Source: an optimization exercise on an open RTL-to-GDS flow (aim: small area). Production flows keep margins and buffers that such runs may drop. Where RTL was checked, it was by simulation tests only, not by an equivalence proof against the original. Power figures rest on the tool's default switching activity, not on a simulated workload.

==> 11-08: inputs <==
==> flow/design.v <==
module gpr_aoi222 (
    input  logic a0, b0, a1, b1, a2, b2,
    output logic y
);
    assign y = ~((a0 & b0) | (a1 & b1) | (a2 & b2));
endmodule
module gpr_nand2 (
    input  logic a, b,
    output logic y
);
    assign y = ~(a & b);
endmodule
module gpr_nor12n (
    input  logic [11:0] n,
    output logic        y
);
    assign y = ~&n;
endmodule
module gpr_rd_bit (
    input  logic [31:0] sel,
    input  logic [31:0] d,
    output logic        y
);
    logic [11:0] t;
    for (genvar g = 0; g < 10; g++) begin : g_aoi
        gpr_aoi222 u (
            .a0(sel[3*g]),   .b0(d[3*g]),
            .a1(sel[3*g+1]), .b1(d[3*g+1]),
            .a2(sel[3*g+2]), .b2(d[3*g+2]),
            .y(t[g])
        );
    end
    gpr_nand2 u_n30 (.a(sel[30]), .b(d[30]), .y(t[10]));
    gpr_nand2 u_n31 (.a(sel[31]), .b(d[31]), .y(t[11]));
    gpr_nor12n u_or (.n(t), .y(y));
endmodule
module gpr_hilo_wb #(
    parameter int NUM_REGS = 32,
    parameter int CNT_W    = 32
) (
    input  logic             clk,
    input  logic             rst,
    input  logic             wb_wreg,
    input  logic [4:0]       wb_wd,
    input  logic [31:0]      wb_wdata,
    input  logic             wb_whilo,
    input  logic [31:0]      wb_hi,
    input  logic [31:0]      wb_lo,
    input  logic             re1,
    input  logic [4:0]       raddr1,
    output logic [31:0]      rdata1,
    input  logic             re2,
    input  logic [4:0]       raddr2,
    output logic [31:0]      rdata2,
    output logic [31:0]      hi_o,
    output logic [31:0]      lo_o,
    output logic [CNT_W-1:0] retire_cnt
);
    logic [31:0]         regs [1:NUM_REGS-1];
    logic [NUM_REGS-1:1] valid;
    logic [NUM_REGS-1:1] we;
    logic [31:0]         sel1, sel2;
    logic                hilo_valid;
    logic [31:0]         hi_q, lo_q;
    logic [31:0]         hi_m, lo_m;
    logic [3:0] wpa;
    logic [7:0] wpb;
    always_comb begin
        for (int k = 0; k < 4; k++) wpa[k] = (wb_wd[1:0] == k[1:0]);
        for (int m = 0; m < 8; m++) wpb[m] = wb_wreg && (wb_wd[4:2] == m[2:0]);
        for (int i = 1; i < NUM_REGS; i++) we[i] = wpa[i%4] && wpb[i/4];
    end
    always_ff @(posedge clk) begin
        for (int i = 1; i < NUM_REGS; i++) begin
            if (we[i]) regs[i] <= wb_wdata;
        end
    end
    always_ff @(posedge clk or negedge rst) begin
        if (!rst) valid <= '0;
        else      valid <= valid | we;
    end
    always_ff @(posedge clk or negedge rst) begin
        if (!rst) retire_cnt <= '0;
        else      retire_cnt <= retire_cnt + {{(CNT_W-1){1'b0}}, (wb_wreg | wb_whilo)};
    end
    logic hit1, hit2, en1, en2;
    assign hit1 = wb_wreg && (raddr1 != 5'd0) && (wb_wd == raddr1);
    assign hit2 = wb_wreg && (raddr2 != 5'd0) && (wb_wd == raddr2);
    assign en1  = rst && re1 && !hit1;
    assign en2  = rst && re2 && !hit2;
    logic [3:0] pa1, pa2;
    logic [7:0] pb1, pb2;
    always_comb begin
        for (int k = 0; k < 4; k++) begin
            pa1[k] = (raddr1[1:0] == k[1:0]);
            pa2[k] = (raddr2[1:0] == k[1:0]);
        end
        for (int m = 0; m < 8; m++) begin
            pb1[m] = en1 && (raddr1[4:2] == m[2:0]);
            pb2[m] = en2 && (raddr2[4:2] == m[2:0]);
        end
        for (int i = 1; i < NUM_REGS; i++) begin
            sel1[i-1] = pa1[i%4] && pb1[i/4] && valid[i];
            sel2[i-1] = pa2[i%4] && pb2[i/4] && valid[i];
        end
        sel1[31] = rst && re1 && hit1;
        sel2[31] = rst && re2 && hit2;
    end
    for (genvar b = 0; b < 32; b++) begin : g_rd
        logic [31:0] col;
        for (genvar i = 1; i < NUM_REGS; i++) begin : g_col
            assign col[i-1] = regs[i][b];
        end
        assign col[31] = wb_wdata[b];
        gpr_rd_bit u_rd1 (.sel(sel1), .d(col), .y(rdata1[b]));
        gpr_rd_bit u_rd2 (.sel(sel2), .d(col), .y(rdata2[b]));
    end
    assign hi_m = wb_whilo ? wb_hi : hi_q;
    assign lo_m = wb_whilo ? wb_lo : lo_q;
    always_ff @(posedge clk) begin
        hi_q <= hi_m;
        lo_q <= lo_m;
    end
    always_ff @(posedge clk or negedge rst) begin
        if (!rst) hilo_valid <= 1'b0;
        else      hilo_valid <= hilo_valid | wb_whilo;
    end
    logic hilo_en;
    assign hilo_en = rst && (wb_whilo || hilo_valid);
    assign hi_o = {32{hilo_en}} & hi_m;
    assign lo_o = {32{hilo_en}} & lo_m;
endmodule
==> flow/flow/run.sh <==
#!/bin/bash
# Standard ORFS layout with two changes: ports are buffered with the smallest
# buffer, and clock tree synthesis uses larger sink clusters of mid-size
# clock buffers without dummy loads. Each tool's output goes to its own log
# (ORFS also keeps per-step logs under orfs/logs/).
set -euo pipefail
export BUFFER_PORTS_ARGS="-buffer_cell sky130_fd_sc_hd__buf_1"
export CTS_ARGS="-sink_clustering_enable -repair_clock_nets -dont_use_dummy_load -buf_list sky130_fd_sc_hd__clkbuf_8 -sink_clustering_size 16 -sink_clustering_max_diameter 50"
bash standard.sh finish > standard_flow.log 2>&1
==> flow/standard.sh <==
#!/bin/bash
# synth_recipe.tcl (not shown) runs the flow's synth.tcl, then flattens the netlist and writes it again
# the make line also repeats each setting of config.mk as NAME=value (left out here)
make -C /OpenROAD-flow-scripts/flow DESIGN_CONFIG=/design/flow/config.mk WORK_HOME=/design/flow/orfs CLKGATE_MAP_FILE= SYNTH_SCRIPT=/design/flow/synth_recipe.tcl "${@:-finish}"
==> flow/config.mk <==
export PLATFORM = sky130hd
export DESIGN_NAME = gpr_hilo_wb
export DESIGN_NICKNAME = gpr_hilo_wb
export VERILOG_FILES = /design/flow/design.v
export SDC_FILE = /design/flow/constraint.sdc
export NUM_CORES = 4
export LEC_CHECK = 0
export CAP_MARGIN = 0
export CORE_MARGIN = 2
export CORE_UTILIZATION = 30
export PLACE_DENSITY = 0.45
export SETUP_SLACK_MARGIN = 0
export SLEW_MARGIN = 0
export SYNTH_HIERARCHICAL = 1
==> flow/constraint.sdc <==
create_clock -name core_clock -period 7.0 [get_ports {clk}]
set_input_delay 1.4000 -clock core_clock [delete_from_list [all_inputs] [get_ports {clk}]]
set_output_delay 1.4000 -clock core_clock [all_outputs]
set_load 0.01 [all_outputs]
==> 10-05 (differences from 11-08) <==
==> flow/design.v, changed modules only <==
module gpr_hilo_wb #(
    parameter int NUM_REGS = 32,
    parameter int CNT_W    = 32
) (
    input  logic             clk,
    input  logic             rst,
    input  logic             wb_wreg,
    input  logic [4:0]       wb_wd,
    input  logic [31:0]      wb_wdata,
    input  logic             wb_whilo,
    input  logic [31:0]      wb_hi,
    input  logic [31:0]      wb_lo,
    input  logic             re1,
    input  logic [4:0]       raddr1,
    output logic [31:0]      rdata1,
    input  logic             re2,
    input  logic [4:0]       raddr2,
    output logic [31:0]      rdata2,
    output logic [31:0]      hi_o,
    output logic [31:0]      lo_o,
    output logic [CNT_W-1:0] retire_cnt
);
    logic [31:0]         regs [1:NUM_REGS-1];
    logic [NUM_REGS-1:1] valid;
    logic [NUM_REGS-1:1] we;
    logic [NUM_REGS-1:1] rd_ok;
    logic [31:0]         sel1, sel2;
    logic                hilo_valid;
    logic [31:0]         hi_q, lo_q;
    logic [31:0]         hi_m, lo_m;
    always_comb begin
        for (int i = 1; i < NUM_REGS; i++) begin
            we[i] = wb_wreg && (wb_wd == i[4:0]);
        end
    end
    always_ff @(posedge clk) begin
        for (int i = 1; i < NUM_REGS; i++) begin
            if (we[i]) regs[i] <= wb_wdata;
        end
    end
    always_ff @(posedge clk or negedge rst) begin
        if (!rst) valid <= '0;
        else      valid <= valid | we;
    end
    always_ff @(posedge clk or negedge rst) begin
        if (!rst) retire_cnt <= '0;
        else      retire_cnt <= retire_cnt + {{(CNT_W-1){1'b0}}, (wb_wreg | wb_whilo)};
    end
    logic en1, en2;
    assign en1 = rst && re1;
    assign en2 = rst && re2;
    always_comb begin
        for (int i = 1; i < NUM_REGS; i++) begin
            rd_ok[i]  = valid[i] && !we[i];
            sel1[i-1] = en1 && (raddr1 == i[4:0]) && rd_ok[i];
            sel2[i-1] = en2 && (raddr2 == i[4:0]) && rd_ok[i];
        end
        sel1[31] = en1 && wb_wreg && (raddr1 != 5'd0) && (wb_wd == raddr1);
        sel2[31] = en2 && wb_wreg && (raddr2 != 5'd0) && (wb_wd == raddr2);
    end
    for (genvar b = 0; b < 32; b++) begin : g_rd
        logic [31:0] col;
        for (genvar i = 1; i < NUM_REGS; i++) begin : g_col
            assign col[i-1] = regs[i][b];
        end
        assign col[31] = wb_wdata[b];
        gpr_rd_bit u_rd1 (.sel(sel1), .d(col), .y(rdata1[b]));
        gpr_rd_bit u_rd2 (.sel(sel2), .d(col), .y(rdata2[b]));
    end
    assign hi_m = wb_whilo ? wb_hi : hi_q;
    assign lo_m = wb_whilo ? wb_lo : lo_q;
    always_ff @(posedge clk) begin
        hi_q <= hi_m;
        lo_q <= lo_m;
    end
    always_ff @(posedge clk or negedge rst) begin
        if (!rst) hilo_valid <= 1'b0;
        else      hilo_valid <= hilo_valid | wb_whilo;
    end
    logic hilo_en;
    assign hilo_en = rst && (wb_whilo || hilo_valid);
    assign hi_o = {32{hilo_en}} & hi_m;
    assign lo_o = {32{hilo_en}} & lo_m;
endmodule
==> flow/run.sh (new file) <==
#!/bin/bash
# synth_recipe.tcl (not shown) runs the flow's synth.tcl, then flattens the netlist and writes it again
# the make line also repeats each setting of config.mk as NAME=value (left out here)
make -C /OpenROAD-flow-scripts/flow DESIGN_CONFIG=/design/flow/config.mk WORK_HOME=/design/flow/orfs CLKGATE_MAP_FILE= SYNTH_SCRIPT=/design/flow/synth_recipe.tcl finish
Settings changed: CAP_MARGIN 0 to 20, SETUP_SLACK_MARGIN 0 to 0.2, SLEW_MARGIN 0 to 20.
removed: flow/flow/run.sh
removed: flow/standard.sh
==> 05-23 (differences from 11-08) <==
==> flow/flow/run.sh (replaced) <==
#!/bin/bash
# Standard ORFS layout with these changes: ports are buffered with the
# smallest buffer; before repair_design, each high-fanout net's driver is
# replaced by a stronger cell of the same function; clock tree synthesis
# uses larger sink clusters of mid-size clock buffers without dummy loads.
# ORFS keeps each step's full log under orfs/logs/; make's output goes to
# standard_flow.log.
set -euo pipefail
here=$(pwd)
export BUFFER_PORTS_ARGS="-buffer_cell sky130_fd_sc_hd__buf_1"
export PRE_GLOBAL_PLACE_TCL="$here/flow/pre_gpl.tcl"
export PRE_RESIZE_TCL="$here/flow/upsize_hf.tcl"
export CTS_ARGS="-sink_clustering_enable -repair_clock_nets -dont_use_dummy_load -buf_list sky130_fd_sc_hd__clkbuf_8 -sink_clustering_size 18 -sink_clustering_max_diameter 72"
bash standard.sh finish > standard_flow.log 2>&1
==> flow/flow/pre_gpl.tcl (new file) <==
# Remove synthesis buffers before placement, as the standard flow does when
# placement is timing-driven.
remove_buffers
==> flow/flow/upsize_hf.tcl (new file) <==
# Drive each high-fanout net from one stronger cell of the same function
# (a drive-strength change only), instead of leaving repair_design to add
# buffer trees after a weak driver.
set upsized 0
foreach net [get_nets *] {
  set loads [get_pins -quiet -of_objects $net -filter "direction == input"]
  set n [llength $loads]
  if { $n < 12 } { continue }
  set drv [get_pins -quiet -of_objects $net -filter "direction == output"]
  if { [llength $drv] != 1 } { continue }
  set inst [get_cells -of_objects $drv]
  set master [get_property $inst ref_name]
  if { [regexp {__(df|edf|sdf|dl|clk|conb)} $master] } { continue }
  if { ![regexp {^(sky130_fd_sc_hd__\w+)_(\d+)$} $master -> base ds] } { continue }
  if { $n >= 24 } { set want {4 2} } else { set want {2} }
  foreach s $want {
    if { $s <= $ds } { break }
    set lc [get_lib_cells -quiet "*/${base}_$s"]
    if { [llength $lc] == 1 } {
      replace_cell $inst $lc
      incr upsized
      break
    }
  }
}
puts "upsize_hf: upsized $upsized high-fanout drivers"
Settings changed: CAP_MARGIN 0 to 5, CORE_UTILIZATION 30 to 40, GPL_TIMING_DRIVEN from default to 0, PLACE_DENSITY 0.45 to 0.55, SLEW_MARGIN 0 to 5.
==> results.txt <==
The lowest register-to-register slack belongs to 10-05, the highest to 05-23.
Flip-flop and latch count is the same in 11-08 and 05-23.
Utilization: 05-23 > 10-05 > 11-08.
Cell count, lowest first: 05-23, 11-08, 10-05.
Die area, lowest first: 05-23, 11-08, 10-05.
Worst hold slack, lowest first: 11-08, 10-05, 05-23.
Via count, highest first: 10-05, 11-08, 05-23.
The highest combinational power belongs to 10-05, the lowest to 05-23.
Only the layout flow was run in 10-05; the RTL was not checked for function there.

-- re-timing with driven ports --
Ports are ideal in the flow. The routed layouts listed here were re-timed in OpenROAD. Step 1 (the two cells are an assumption about what drives the block):
set clk [get_ports {clk}]
set_driving_cell -lib_cell sky130_fd_sc_hd__clkbuf_16 $clk
set_driving_cell -lib_cell sky130_fd_sc_hd__buf_2 [delete_from_list [all_inputs] $clk]
Step 2 also shifts input and output timing later by t, the mid clock arrival at the registers, as if the neighbouring blocks saw the same clock. a / b / c = ideal / step 1 / step 2; a / b = the first two.
run | t, ns | slack for setup (ns) | worst setup path at the end | cell pins on the clock port's net
11-08 | 0.900 | 0.294 / 0.263 / 0.263 | input to output | 1
10-05 | 0.801 | 0.215 / 0.169 / 0.169 | input to output | 1
05-23 | 0.819 | 0.205 / 0.167 / 0.167 | input to output | 1
After both steps every run listed still meets setup and hold. For 10-05, which loses most, drivers alone change the setup slack by -0.046 ns; drivers and shift together by -0.046 ns.
